Source: an optimization exercise on an open RTL-to-GDS flow (aim: small area, a short achievable clock period and few clock cycles per item). Production flows keep margins and buffers that such runs may drop.
Where RTL was checked, it was by simulation tests only, not by an equivalence proof against the original.
No activity file was given, so power comes from the tool's default toggle rates.

==> run M <==
==> flow/design.v <==
package asgr_pkg;
    localparam logic [7:0] CHAR_BEL  = 8'h07;
    localparam logic [7:0] CHAR_LF   = 8'h0A;
    localparam logic [7:0] CHAR_CR   = 8'h0D;
    localparam logic [7:0] CHAR_ESC  = 8'h1B;
    localparam logic [7:0] CHAR_SEMI = 8'h3B;
    localparam logic [7:0] CHAR_LBRK = 8'h5B;
    localparam logic [7:0] CHAR_RBRK = 8'h5D;
    localparam logic [7:0] CHAR_SGR  = 8'h6D;   
    localparam logic [1:0] KIND_TEXT  = 2'd0;
    localparam logic [1:0] KIND_ERASE = 2'd1;
    localparam logic [1:0] KIND_STYLE = 2'd2;
    localparam int CFG_IDX_W  = 3;
    localparam int CFG_DATA_W = 24;
    localparam logic [51:0] RESET_STYLE = {24'hCCCCCC, 24'h000000, 2'd0, 1'b0, 1'b0};
endpackage
import asgr_pkg::*;
module ansi_escape_sgr_parser #(
    parameter int QD = 3         
) (
    input  logic                  aclk,
    input  logic                  aresetn,
    input  logic                  cfg_wr_en,
    input  logic [CFG_IDX_W-1:0]  cfg_index,
    input  logic [CFG_DATA_W-1:0] cfg_wr_data,
    input  logic                  s_valid,
    output logic                  s_ready,
    input  logic [7:0]            s_byte_in,
    output logic                  m_valid,
    input  logic                  m_ready,
    output logic [1:0]            m_result_kind,
    output logic [7:0]            m_char_code,
    output logic [23:0]           m_text_rgb,
    output logic [23:0]           m_back_rgb,
    output logic [1:0]            m_weight,
    output logic                  m_italic,
    output logic                  m_underline,
    output logic                  m_last
);
    logic [23:0] dflt_text, dflt_back;
    logic [1:0]  dflt_w;
    logic        dflt_i, dflt_u;
    always_ff @(posedge aclk) begin
        if (!aresetn) begin
            {dflt_text, dflt_back, dflt_w, dflt_i, dflt_u} <= RESET_STYLE;
        end else if (cfg_wr_en) begin
            case (cfg_index)
                3'd0: dflt_text <= cfg_wr_data[23:0];
                3'd1: dflt_back <= cfg_wr_data[23:0];
                3'd2: dflt_w    <= cfg_wr_data[1:0];
                3'd3: dflt_i    <= cfg_wr_data[0];
                3'd4: dflt_u    <= cfg_wr_data[0];
                default: ;
            endcase
        end
    end
    logic [7:0] ib;
    logic       ib_m;
    assign ib   = s_byte_in;
    assign ib_m = (s_byte_in == CHAR_SGR);
    logic m_nrm, m_cr, m_esc, m_osc, m_csi;    
    logic lf;
    logic sty;                       
    logic sty_done;                  
    localparam logic [3:0] C_EMPTY = 4'd5;
    localparam logic [3:0] C_OTHER = 4'd6;
    logic [1:0] c_col;
    logic [3:0] c_idx;
    logic c_emp, c_zero, c_one, c_two, c_three, c_four, c_nine, c_ten, c_fg, c_bg;
    assign c_fg    = c_col[0];
    assign c_bg    = c_col[1];
    assign c_emp   = (c_col == 2'd0) && (c_idx == C_EMPTY);
    assign c_zero  = (c_col == 2'd0) && (c_idx == 4'd0);
    assign c_one   = (c_col == 2'd0) && (c_idx == 4'd1);
    assign c_two   = (c_col == 2'd0) && (c_idx == 4'd2);
    assign c_three = (c_col == 2'd0) && (c_idx == 4'd3);
    assign c_four  = (c_col == 2'd0) && (c_idx == 4'd4);
    assign c_nine  = (c_col == 2'd0) && (c_idx == 4'd9);
    assign c_ten   = (c_col == 2'd0) && (c_idx == 4'd10);
    logic [23:0] pend_text, pend_back, cur_text, cur_back;
    logic [1:0]  pend_w, cur_w;
    logic        pend_i, pend_u, cur_i, cur_u;
    logic [QD-1:0] qv;
    logic [1:0]    qk [QD];          
    logic          qp [QD];          
    logic [7:0]    qc [QD];
    logic [1:0]    q0_kind;          
    logic [7:0]    q0_char, q0_sec;
    logic          q0_last;
    logic deq, proc, rdy;
    assign deq     = qv[0] & m_ready & q0_last;
    assign s_ready = rdy;
    assign proc    = s_valid & rdy;
    logic is_lf, is_cr, is_esc, is_lbrk, is_rbrk, is_bel, is_semi, is_digit, is_final;
    assign is_lf    = (ib == CHAR_LF);
    assign is_cr    = (ib == CHAR_CR);
    assign is_esc   = (ib == CHAR_ESC);
    assign is_lbrk  = (ib == CHAR_LBRK);
    assign is_rbrk  = (ib == CHAR_RBRK);
    assign is_bel   = (ib == CHAR_BEL);
    assign is_semi  = (ib == CHAR_SEMI);
    assign is_digit = (ib[7:4] == 4'h3) && (ib[3:0] <= 4'd9);
    assign is_final = (ib >= 8'h41 && ib <= 8'h48) || ib == 8'h4A || ib == 8'h4B ||
                      ib == 8'h53 || ib == 8'h54 || ib == 8'h66 || ib == 8'h69 ||
                      ib == 8'h6E || ib == 8'h75 || ib == 8'h73;
    logic [23:0] tok_text, tok_back;
    logic [1:0]  tok_w;
    logic        tok_i, tok_u;
    logic [23:0] pal;
    logic [15:0] c_dec;
    assign c_dec = 16'd1 << c_idx;
    always_comb begin
        pal = '0;
        if (c_dec[0]) pal = pal | 24'h010101;
        if (c_dec[1]) pal = pal | 24'hDE382B;
        if (c_dec[2]) pal = pal | 24'h39B54A;
        if (c_dec[3]) pal = pal | 24'hFFC706;
        if (c_dec[4]) pal = pal | 24'h006FB8;
        if (c_dec[5]) pal = pal | 24'h762671;
        if (c_dec[6]) pal = pal | 24'h2CB5E9;
        if (c_dec[7]) pal = pal | 24'hCCCCCC;
        if (c_dec[8]) pal = pal | 24'h808080;
        if (c_dec[9]) pal = pal | 24'hFF0000;
        if (c_dec[10]) pal = pal | 24'h00FF00;
        if (c_dec[11]) pal = pal | 24'hFFFF00;
        if (c_dec[12]) pal = pal | 24'h0000FF;
        if (c_dec[13]) pal = pal | 24'hFF00FF;
        if (c_dec[14]) pal = pal | 24'h00FFFF;
        if (c_dec[15]) pal = pal | 24'hFFFFFF;
    end
    assign tok_text = c_zero ? dflt_text : c_fg ? pal : pend_text;
    assign tok_back = c_zero ? dflt_back : c_bg ? pal : pend_back;
    assign tok_w    = c_zero ? dflt_w : c_one ? 2'd1 : c_two ? 2'd2 : pend_w;
    assign tok_i    = c_zero ? dflt_i : (c_three | pend_i);
    assign tok_u    = c_zero ? dflt_u : (c_four | pend_u);
    logic       push;
    logic [1:0] push_k;
    logic       push_p;
    logic [7:0] push_c;
    logic n_nrm, n_cr, n_esc, n_osc, n_csi, n_lf;
    logic ld_pend_dflt, ld_pend_tok, ld_cur, cls_clr, cls_dig, cls_bad;
    always_comb begin
        n_nrm = m_nrm; n_cr = m_cr; n_esc = m_esc; n_osc = m_osc; n_csi = m_csi;
        n_lf  = lf;
        push  = 1'b0; push_k = KIND_TEXT; push_p = 1'b0; push_c = ib;
        ld_pend_dflt = 1'b0; ld_pend_tok = 1'b0; ld_cur = 1'b0;
        cls_clr = 1'b0; cls_dig = 1'b0; cls_bad = 1'b0;
        if (m_nrm) begin
            if (is_esc) begin
                n_lf = 1'b0; n_nrm = 1'b0; n_esc = 1'b1;
            end else if (is_cr) begin
                n_nrm = 1'b0; n_cr = 1'b1;
            end else begin
                push = 1'b1;
                if (is_lf) n_lf = 1'b1;
            end
        end
        if (m_cr) begin
            n_cr = 1'b0; n_nrm = 1'b1;
            push = 1'b1;
            if (is_lf) begin
                push_p = 1'b1; n_lf = 1'b1;
            end else if (lf) begin
                push_k = KIND_ERASE; push_p = 1'b1;
            end else begin
                push_k = KIND_ERASE; push_c = 8'd0;
            end
        end
        if (m_esc) begin
            if (is_lbrk) begin
                n_esc = 1'b0; n_csi = 1'b1; ld_pend_dflt = 1'b1; cls_clr = 1'b1;
            end else if (is_rbrk) begin
                n_esc = 1'b0; n_osc = 1'b1;
            end
        end
        if (m_osc) begin
            if (is_bel) begin
                n_osc = 1'b0; n_nrm = 1'b1;
            end
        end
        if (m_csi) begin
            if (is_final) begin
                n_csi = 1'b0; n_nrm = 1'b1;
            end else if (ib_m) begin
                n_csi = 1'b0; n_nrm = 1'b1; ld_cur = 1'b1; ld_pend_tok = 1'b1;
            end else if (is_semi) begin
                ld_pend_tok = 1'b1; cls_clr = 1'b1;
            end else if (is_digit) begin
                cls_dig = 1'b1;
            end else begin
                cls_bad = 1'b1;
            end
        end
    end
    always_ff @(posedge aclk) begin
        if (!aresetn) begin
            m_nrm <= 1'b1; m_cr <= 1'b0; m_esc <= 1'b0; m_osc <= 1'b0; m_csi <= 1'b0;
            lf    <= 1'b0;
            sty   <= 1'b0;
        end else begin
            sty <= (proc & ld_cur) | (sty & ~sty_done);
            if (proc) begin
                m_nrm <= n_nrm; m_cr <= n_cr; m_esc <= n_esc; m_osc <= n_osc; m_csi <= n_csi;
                lf    <= n_lf;
            end
        end
    end
    always_ff @(posedge aclk) begin
        if (!aresetn) begin
            {cur_text, cur_back, cur_w, cur_i, cur_u} <= RESET_STYLE;
        end else if (sty_done) begin
            cur_text <= pend_text; cur_back <= pend_back;
            cur_w <= pend_w; cur_i <= pend_i; cur_u <= pend_u;
        end
    end
    always_ff @(posedge aclk) begin
        if (m_esc) begin
            pend_text <= dflt_text; pend_back <= dflt_back;
            pend_w <= dflt_w; pend_i <= dflt_i; pend_u <= dflt_u;
        end else if (proc & ld_pend_tok) begin
            pend_text <= tok_text; pend_back <= tok_back;
            pend_w <= tok_w; pend_i <= tok_i; pend_u <= tok_u;
        end
    end
    always_ff @(posedge aclk) begin
        if (m_esc | (proc & cls_clr)) begin
            c_col <= 2'd0; c_idx <= C_EMPTY;
        end else if (proc & cls_bad) begin
            c_col <= 2'd0; c_idx <= C_OTHER;
        end else if (proc & cls_dig) begin
            if (c_emp | c_zero) begin
                c_col <= 2'd0;
                c_idx <= (ib[3:0] >= 4'd5 && ib[3:0] <= 4'd8) ? C_OTHER : ib[3:0];
            end else if (c_one & (ib[3:0] == 4'd0)) begin
                c_col <= 2'd0; c_idx <= 4'd10;
            end else if ((c_three | c_nine | c_four | c_ten) & ~ib[3]) begin
                c_col <= {c_four | c_ten, c_three | c_nine};
                c_idx <= {c_nine | c_ten, ib[2:0]};
            end else begin
                c_col <= 2'd0; c_idx <= C_OTHER;
            end
        end
    end
    logic          pop;
    logic          dopush;
    logic [QD:0]   va;             
    logic [QD-1:0] wr;             
    logic [QD-1:0] qvn;
    assign pop    = qv[0] & m_ready;
    assign sty_done = sty & ~(deq ? qv[1 % QD] & (QD > 1) : qv[0]);
    assign dopush = proc & push;
    always_comb begin
        for (int i = 0; i <= QD; i++) begin
            if (i == QD)          va[i] = 1'b0;
            else if (deq)         va[i] = ((i + 1 < QD) ? qv[(i + 1) % QD] : 1'b0) | ((i == 0) & sty_done);
            else                  va[i] = qv[i] | ((i == 0) & sty_done);
        end
        for (int i = 0; i < QD; i++) begin
            wr[i]  = ~va[i] & (i == 0 || va[(i + QD - 1) % QD]);
            qvn[i] = va[i] | (wr[i] & dopush);
        end
    end
    logic nm_nrm, nm_cr, nm_esc, nm_osc, nm_csi;
    assign nm_nrm = proc ? n_nrm : m_nrm;
    assign nm_cr  = proc ? n_cr  : m_cr;
    assign nm_esc = proc ? n_esc : m_esc;
    assign nm_osc = proc ? n_osc : m_osc;
    assign nm_csi = proc ? n_csi : m_csi;
    always_ff @(posedge aclk) begin
        if (!aresetn) begin
            qv  <= '0;
            rdy <= 1'b1;
        end else begin
            qv  <= qvn;
            if ((proc & ld_cur) | (sty & ~sty_done)) rdy <= ~qvn[0];
            else rdy <= nm_esc | nm_osc | nm_csi | ((nm_nrm | nm_cr) & ~qvn[QD-1]);
        end
    end
    always_ff @(posedge aclk) begin
        for (int i = 1; i < QD; i++) begin
            if (wr[i]) begin
                qk[i] <= push_k; qp[i] <= push_p; qc[i] <= push_c;
            end else if (deq) begin
                if (i + 1 < QD) begin
                    qk[i] <= qk[(i + 1) % QD]; qp[i] <= qp[(i + 1) % QD]; qc[i] <= qc[(i + 1) % QD];
                end
            end
        end
    end
    logic [1:0] h_k;
    logic       h_p;
    logic [7:0] h_c;
    always_comb begin
        if (wr[0]) begin
            h_k = push_k; h_p = push_p; h_c = push_c;
        end else begin
            h_k = qk[1 % QD]; h_p = qp[1 % QD]; h_c = qc[1 % QD];
        end
    end
    always_ff @(posedge aclk) begin
        if (sty_done) begin
            q0_kind <= KIND_STYLE;
            q0_last <= 1'b1;
            q0_char <= 8'd0;
        end else if (wr[0] | deq) begin
            q0_kind <= h_k;
            q0_last <= ~h_p;
            q0_char <= h_p ? {4'b0, h_k == KIND_TEXT, h_k == KIND_TEXT, 1'b0, h_k == KIND_TEXT} : h_c;
            q0_sec  <= h_c;
        end else if (pop) begin
            q0_kind <= KIND_TEXT;
            q0_last <= 1'b1;
            q0_char <= q0_sec;
        end
    end
    assign m_valid       = qv[0];
    assign m_result_kind = q0_kind;
    assign m_char_code   = q0_char;
    assign m_last        = q0_last;
    assign m_text_rgb    = cur_text;
    assign m_back_rgb    = cur_back;
    assign m_weight      = cur_w;
    assign m_italic      = cur_i;
    assign m_underline   = cur_u;
endmodule
==> flow/flow/run.sh <==
#!/bin/bash
# Standard layout, with the port buffers made from a plain buffer cell.
set -euo pipefail
export BUFFER_PORTS_ARGS="-buffer_cell sky130_fd_sc_hd__buf_2"
bash standard.sh > standard.log 2>&1
==> flow/standard.sh <==
#!/bin/bash
# synth_recipe.tcl (not shown) runs the flow's synth.tcl, then flattens the netlist and writes it again
# the make line also repeats each setting of config.mk as NAME=value (left out here)
make -C /OpenROAD-flow-scripts/flow DESIGN_CONFIG=/design/flow/config.mk WORK_HOME=/design/flow/orfs CLKGATE_MAP_FILE= SYNTH_SCRIPT=/design/flow/synth_recipe.tcl "${@:-finish}"
==> flow/config.mk <==
export PLATFORM = sky130hd
export DESIGN_NAME = ansi_escape_sgr_parser
export DESIGN_NICKNAME = ansi_escape_sgr_parser
export VERILOG_FILES = /design/flow/design.v
export SDC_FILE = /design/flow/constraint.sdc
export NUM_CORES = 4
export LEC_CHECK = 0
export ABC_AREA = 1
export CAP_MARGIN = 20
export CORE_MARGIN = 2
export CORE_UTILIZATION = 60
export CTS_CLUSTER_DIAMETER = 100
export CTS_CLUSTER_SIZE = 24
export SETUP_SLACK_MARGIN = 3.2
export SLEW_MARGIN = 20
export TNS_END_PERCENT = 0
==> flow/constraint.sdc <==
create_clock -name core_clock -period 5.0 [get_ports {aclk}]
set_input_delay 1.0000 -clock core_clock [delete_from_list [all_inputs] [get_ports {aclk}]]
set_output_delay 1.0000 -clock core_clock [all_outputs]
set_load 0.01 [all_outputs]
==> run Y (differences from run M) <==
==> flow/design.v, changed modules only <==
module ansi_escape_sgr_parser #(
    parameter int QD = 3         
) (
    input  logic                  aclk,
    input  logic                  aresetn,
    input  logic                  cfg_wr_en,
    input  logic [CFG_IDX_W-1:0]  cfg_index,
    input  logic [CFG_DATA_W-1:0] cfg_wr_data,
    input  logic                  s_valid,
    output logic                  s_ready,
    input  logic [7:0]            s_byte_in,
    output logic                  m_valid,
    input  logic                  m_ready,
    output logic [1:0]            m_result_kind,
    output logic [7:0]            m_char_code,
    output logic [23:0]           m_text_rgb,
    output logic [23:0]           m_back_rgb,
    output logic [1:0]            m_weight,
    output logic                  m_italic,
    output logic                  m_underline,
    output logic                  m_last
);
    logic [23:0] dflt_text, dflt_back;
    logic [1:0]  dflt_w;
    logic        dflt_i, dflt_u;
    always_ff @(posedge aclk) begin
        if (!aresetn) begin
            {dflt_text, dflt_back, dflt_w, dflt_i, dflt_u} <= RESET_STYLE;
        end else if (cfg_wr_en) begin
            case (cfg_index)
                3'd0: dflt_text <= cfg_wr_data[23:0];
                3'd1: dflt_back <= cfg_wr_data[23:0];
                3'd2: dflt_w    <= cfg_wr_data[1:0];
                3'd3: dflt_i    <= cfg_wr_data[0];
                3'd4: dflt_u    <= cfg_wr_data[0];
                default: ;
            endcase
        end
    end
    logic [7:0] ib;
    logic       ib_m;
    assign ib   = s_byte_in;
    assign ib_m = (s_byte_in == CHAR_SGR);
    logic m_nrm, m_cr, m_esc, m_osc, m_csi;    
    logic lf;
    localparam logic [3:0] C_EMPTY = 4'd5;
    localparam logic [3:0] C_OTHER = 4'd6;
    logic [1:0] c_col;
    logic [3:0] c_idx;
    logic c_emp, c_zero, c_one, c_two, c_three, c_four, c_nine, c_ten, c_fg, c_bg;
    assign c_fg    = c_col[0];
    assign c_bg    = c_col[1];
    assign c_emp   = (c_col == 2'd0) && (c_idx == C_EMPTY);
    assign c_zero  = (c_col == 2'd0) && (c_idx == 4'd0);
    assign c_one   = (c_col == 2'd0) && (c_idx == 4'd1);
    assign c_two   = (c_col == 2'd0) && (c_idx == 4'd2);
    assign c_three = (c_col == 2'd0) && (c_idx == 4'd3);
    assign c_four  = (c_col == 2'd0) && (c_idx == 4'd4);
    assign c_nine  = (c_col == 2'd0) && (c_idx == 4'd9);
    assign c_ten   = (c_col == 2'd0) && (c_idx == 4'd10);
    logic [23:0] pend_text, pend_back, cur_text, cur_back;
    logic [1:0]  pend_w, cur_w;
    logic        pend_i, pend_u, cur_i, cur_u;
    logic [QD-1:0] qv;
    logic [1:0]    qk [QD];          
    logic          qp [QD];          
    logic [7:0]    qc [QD];
    logic [1:0]    q0_kind;          
    logic [7:0]    q0_char, q0_sec;
    logic          q0_last;
    logic deq, proc, rdy;
    assign deq     = qv[0] & m_ready & q0_last;
    assign s_ready = rdy;
    assign proc    = s_valid & rdy;
    logic is_lf, is_cr, is_esc, is_lbrk, is_rbrk, is_bel, is_semi, is_digit, is_final;
    assign is_lf    = (ib == CHAR_LF);
    assign is_cr    = (ib == CHAR_CR);
    assign is_esc   = (ib == CHAR_ESC);
    assign is_lbrk  = (ib == CHAR_LBRK);
    assign is_rbrk  = (ib == CHAR_RBRK);
    assign is_bel   = (ib == CHAR_BEL);
    assign is_semi  = (ib == CHAR_SEMI);
    assign is_digit = (ib[7:4] == 4'h3) && (ib[3:0] <= 4'd9);
    assign is_final = (ib >= 8'h41 && ib <= 8'h48) || ib == 8'h4A || ib == 8'h4B ||
                      ib == 8'h53 || ib == 8'h54 || ib == 8'h66 || ib == 8'h69 ||
                      ib == 8'h6E || ib == 8'h75 || ib == 8'h73;
    logic [23:0] tok_text, tok_back;
    logic [1:0]  tok_w;
    logic        tok_i, tok_u;
    logic [23:0] pal;
    logic [15:0] c_dec;
    assign c_dec = 16'd1 << c_idx;
    always_comb begin
        pal = '0;
        if (c_dec[0]) pal = pal | 24'h010101;
        if (c_dec[1]) pal = pal | 24'hDE382B;
        if (c_dec[2]) pal = pal | 24'h39B54A;
        if (c_dec[3]) pal = pal | 24'hFFC706;
        if (c_dec[4]) pal = pal | 24'h006FB8;
        if (c_dec[5]) pal = pal | 24'h762671;
        if (c_dec[6]) pal = pal | 24'h2CB5E9;
        if (c_dec[7]) pal = pal | 24'hCCCCCC;
        if (c_dec[8]) pal = pal | 24'h808080;
        if (c_dec[9]) pal = pal | 24'hFF0000;
        if (c_dec[10]) pal = pal | 24'h00FF00;
        if (c_dec[11]) pal = pal | 24'hFFFF00;
        if (c_dec[12]) pal = pal | 24'h0000FF;
        if (c_dec[13]) pal = pal | 24'hFF00FF;
        if (c_dec[14]) pal = pal | 24'h00FFFF;
        if (c_dec[15]) pal = pal | 24'hFFFFFF;
    end
    assign tok_text = c_zero ? dflt_text : c_fg ? pal : pend_text;
    assign tok_back = c_zero ? dflt_back : c_bg ? pal : pend_back;
    assign tok_w    = c_zero ? dflt_w : c_one ? 2'd1 : c_two ? 2'd2 : pend_w;
    assign tok_i    = c_zero ? dflt_i : (c_three | pend_i);
    assign tok_u    = c_zero ? dflt_u : (c_four | pend_u);
    logic       push;
    logic [1:0] push_k;
    logic       push_p;
    logic [7:0] push_c;
    logic n_nrm, n_cr, n_esc, n_osc, n_csi, n_lf;
    logic ld_pend_dflt, ld_pend_tok, ld_cur, cls_clr, cls_dig, cls_bad;
    always_comb begin
        n_nrm = m_nrm; n_cr = m_cr; n_esc = m_esc; n_osc = m_osc; n_csi = m_csi;
        n_lf  = lf;
        push  = 1'b0; push_k = KIND_TEXT; push_p = 1'b0; push_c = ib;
        ld_pend_dflt = 1'b0; ld_pend_tok = 1'b0; ld_cur = 1'b0;
        cls_clr = 1'b0; cls_dig = 1'b0; cls_bad = 1'b0;
        if (m_nrm) begin
            if (is_esc) begin
                n_lf = 1'b0; n_nrm = 1'b0; n_esc = 1'b1;
            end else if (is_cr) begin
                n_nrm = 1'b0; n_cr = 1'b1;
            end else begin
                push = 1'b1;
                if (is_lf) n_lf = 1'b1;
            end
        end
        if (m_cr) begin
            n_cr = 1'b0; n_nrm = 1'b1;
            push = 1'b1;
            if (is_lf) begin
                push_p = 1'b1; n_lf = 1'b1;
            end else if (lf) begin
                push_k = KIND_ERASE; push_p = 1'b1;
            end else begin
                push_k = KIND_ERASE; push_c = 8'd0;
            end
        end
        if (m_esc) begin
            if (is_lbrk) begin
                n_esc = 1'b0; n_csi = 1'b1; ld_pend_dflt = 1'b1; cls_clr = 1'b1;
            end else if (is_rbrk) begin
                n_esc = 1'b0; n_osc = 1'b1;
            end
        end
        if (m_osc) begin
            if (is_bel) begin
                n_osc = 1'b0; n_nrm = 1'b1;
            end
        end
        if (m_csi) begin
            if (is_final) begin
                n_csi = 1'b0; n_nrm = 1'b1;
            end else if (ib_m) begin
                n_csi = 1'b0; n_nrm = 1'b1; ld_cur = 1'b1;
                push = 1'b1; push_k = KIND_STYLE; push_c = 8'd0;
            end else if (is_semi) begin
                ld_pend_tok = 1'b1; cls_clr = 1'b1;
            end else if (is_digit) begin
                cls_dig = 1'b1;
            end else begin
                cls_bad = 1'b1;
            end
        end
    end
    always_ff @(posedge aclk) begin
        if (!aresetn) begin
            m_nrm <= 1'b1; m_cr <= 1'b0; m_esc <= 1'b0; m_osc <= 1'b0; m_csi <= 1'b0;
            lf    <= 1'b0;
            {cur_text, cur_back, cur_w, cur_i, cur_u} <= RESET_STYLE;
        end else if (proc) begin
            m_nrm <= n_nrm; m_cr <= n_cr; m_esc <= n_esc; m_osc <= n_osc; m_csi <= n_csi;
            lf    <= n_lf;
            if (ld_cur) begin
                cur_text <= tok_text; cur_back <= tok_back;
                cur_w <= tok_w; cur_i <= tok_i; cur_u <= tok_u;
            end
        end
    end
    always_ff @(posedge aclk) begin
        if (proc) begin
            if (ld_pend_dflt) begin
                pend_text <= dflt_text; pend_back <= dflt_back;
                pend_w <= dflt_w; pend_i <= dflt_i; pend_u <= dflt_u;
            end else if (ld_pend_tok) begin
                pend_text <= tok_text; pend_back <= tok_back;
                pend_w <= tok_w; pend_i <= tok_i; pend_u <= tok_u;
            end
            if (cls_clr) begin
                c_col <= 2'd0; c_idx <= C_EMPTY;
            end else if (cls_bad) begin
                c_col <= 2'd0; c_idx <= C_OTHER;
            end else if (cls_dig) begin
                if (c_emp | c_zero) begin
                    c_col <= 2'd0;
                    c_idx <= (ib[3:0] >= 4'd5 && ib[3:0] <= 4'd8) ? C_OTHER : ib[3:0];
                end else if (c_one & (ib[3:0] == 4'd0)) begin
                    c_col <= 2'd0; c_idx <= 4'd10;
                end else if ((c_three | c_nine | c_four | c_ten) & ~ib[3]) begin
                    c_col <= {c_four | c_ten, c_three | c_nine};
                    c_idx <= {c_nine | c_ten, ib[2:0]};
                end else begin
                    c_col <= 2'd0; c_idx <= C_OTHER;
                end
            end
        end
    end
    logic          pop;
    logic          dopush;
    logic [QD:0]   va;             
    logic [QD-1:0] wr;
    logic [QD-1:0] qvn;
    assign pop    = qv[0] & m_ready;
    assign dopush = proc & push;
    always_comb begin
        for (int i = 0; i <= QD; i++) begin
            if (i == QD)          va[i] = 1'b0;
            else if (deq)         va[i] = (i + 1 < QD) ? qv[(i + 1) % QD] : 1'b0;
            else                  va[i] = qv[i];
        end
        for (int i = 0; i < QD; i++) begin
            wr[i]  = dopush & ~va[i] & (i == 0 || va[(i + QD - 1) % QD]);
            qvn[i] = va[i] | wr[i];
        end
    end
    logic nm_nrm, nm_cr, nm_esc, nm_osc, nm_csi;
    assign nm_nrm = proc ? n_nrm : m_nrm;
    assign nm_cr  = proc ? n_cr  : m_cr;
    assign nm_esc = proc ? n_esc : m_esc;
    assign nm_osc = proc ? n_osc : m_osc;
    assign nm_csi = proc ? n_csi : m_csi;
    always_ff @(posedge aclk) begin
        if (!aresetn) begin
            qv  <= '0;
            rdy <= 1'b1;
        end else begin
            qv  <= qvn;
            rdy <= nm_esc | nm_osc | (nm_csi & ~qvn[0]) | ((nm_nrm | nm_cr) & ~qvn[QD-1]);
        end
    end
    always_ff @(posedge aclk) begin
        for (int i = 1; i < QD; i++) begin
            if (wr[i]) begin
                qk[i] <= push_k; qp[i] <= push_p; qc[i] <= push_c;
            end else if (deq) begin
                if (i + 1 < QD) begin
                    qk[i] <= qk[(i + 1) % QD]; qp[i] <= qp[(i + 1) % QD]; qc[i] <= qc[(i + 1) % QD];
                end
            end
        end
    end
    logic [1:0] h_k;
    logic       h_p;
    logic [7:0] h_c;
    always_comb begin
        if (wr[0]) begin
            h_k = push_k; h_p = push_p; h_c = push_c;
        end else begin
            h_k = qk[1 % QD]; h_p = qp[1 % QD]; h_c = qc[1 % QD];
        end
    end
    always_ff @(posedge aclk) begin
        if (wr[0] | deq) begin
            q0_kind <= h_k;
            q0_last <= ~h_p;
            q0_char <= h_p ? {4'b0, h_k == KIND_TEXT, h_k == KIND_TEXT, 1'b0, h_k == KIND_TEXT} : h_c;
            q0_sec  <= h_c;
        end else if (pop) begin
            q0_kind <= KIND_TEXT;
            q0_last <= 1'b1;
            q0_char <= q0_sec;
        end
    end
    assign m_valid       = qv[0];
    assign m_result_kind = q0_kind;
    assign m_char_code   = q0_char;
    assign m_last        = q0_last;
    assign m_text_rgb    = cur_text;
    assign m_back_rgb    = cur_back;
    assign m_weight      = cur_w;
    assign m_italic      = cur_i;
    assign m_underline   = cur_u;
endmodule
==> flow/run.sh (new file) <==
#!/bin/bash
# synth_recipe.tcl (not shown) runs the flow's synth.tcl, then flattens the netlist and writes it again
# the make line also repeats each setting of config.mk as NAME=value (left out here)
make -C /OpenROAD-flow-scripts/flow DESIGN_CONFIG=/design/flow/config.mk WORK_HOME=/design/flow/orfs CLKGATE_MAP_FILE= SYNTH_SCRIPT=/design/flow/synth_recipe.tcl finish
--- a/flow/config.mk
+++ b/flow/config.mk
@@ -10,7 +10,4 @@
 export CORE_MARGIN = 2
-export CORE_UTILIZATION = 60
-export CTS_CLUSTER_DIAMETER = 100
-export CTS_CLUSTER_SIZE = 24
-export SETUP_SLACK_MARGIN = 3.2
+export CORE_UTILIZATION = 40
+export SETUP_SLACK_MARGIN = 2.5
 export SLEW_MARGIN = 20
-export TNS_END_PERCENT = 0
removed: flow/flow/run.sh
removed: flow/standard.sh
==> notes <==
- In run M the sequential power is higher than in run Y, by about 4%.
- Between run Y and run M, the lower first-iteration DRC count is in run Y (gap about 7%, measured against run M).
- Fmax: run Y is lower than run M (about 18%).
- Routed wire length: run M is lower than run Y (22%).
- Against run Y, the die area of run M is smaller by about 40%.
- Of run Y and run M, run M has the higher worst setup slack (gap 0.44 ns).
- Between run Y and run M, the lower utilization is in run Y (gap 20 points).
- Of run M and run Y, run M has the higher global-route usage (gap 6.7 points).
Testbench counts of run M, summed over its fixed seeds: cycles 25,402, items 24,000.
The RTL of run Y was laid out without a check of its function.

[port drivers added, routing unchanged]
Ports are ideal in the flow. The routed layouts listed here were re-timed in OpenROAD. Step 1 assumes that a clkbuf_16 drives the clock port and a buf_2 every other input. Step 2 moves the port delays by t, midway between the first and last clock arrival at a register: inputs arrive t later, outputs are due t later. That takes back most of the time a late clock gives input paths. Slacks: ideal ports / drivers / drivers and shift; pairs: ideal ports / drivers.
run | shift t [ns] | setup WS [ns] | latest minus earliest clock arrival (ns) | slew at the worst register clock pin (ns) | cell pins on the clock port's net
run M | 0.504 | 2.983 / 2.981 / 2.487 | 0.012 / 0.012 | 0.10 / 0.10 | 1
run Y | 0.562 | 2.547 / 2.499 / 1.993 | 0.016 / 0.016 | 0.07 / 0.07 | 1
After both steps every run listed still meets setup and hold. The setup slack of run Y, which loses most, moves by -0.048 ns with the drivers and by -0.554 ns with both steps.
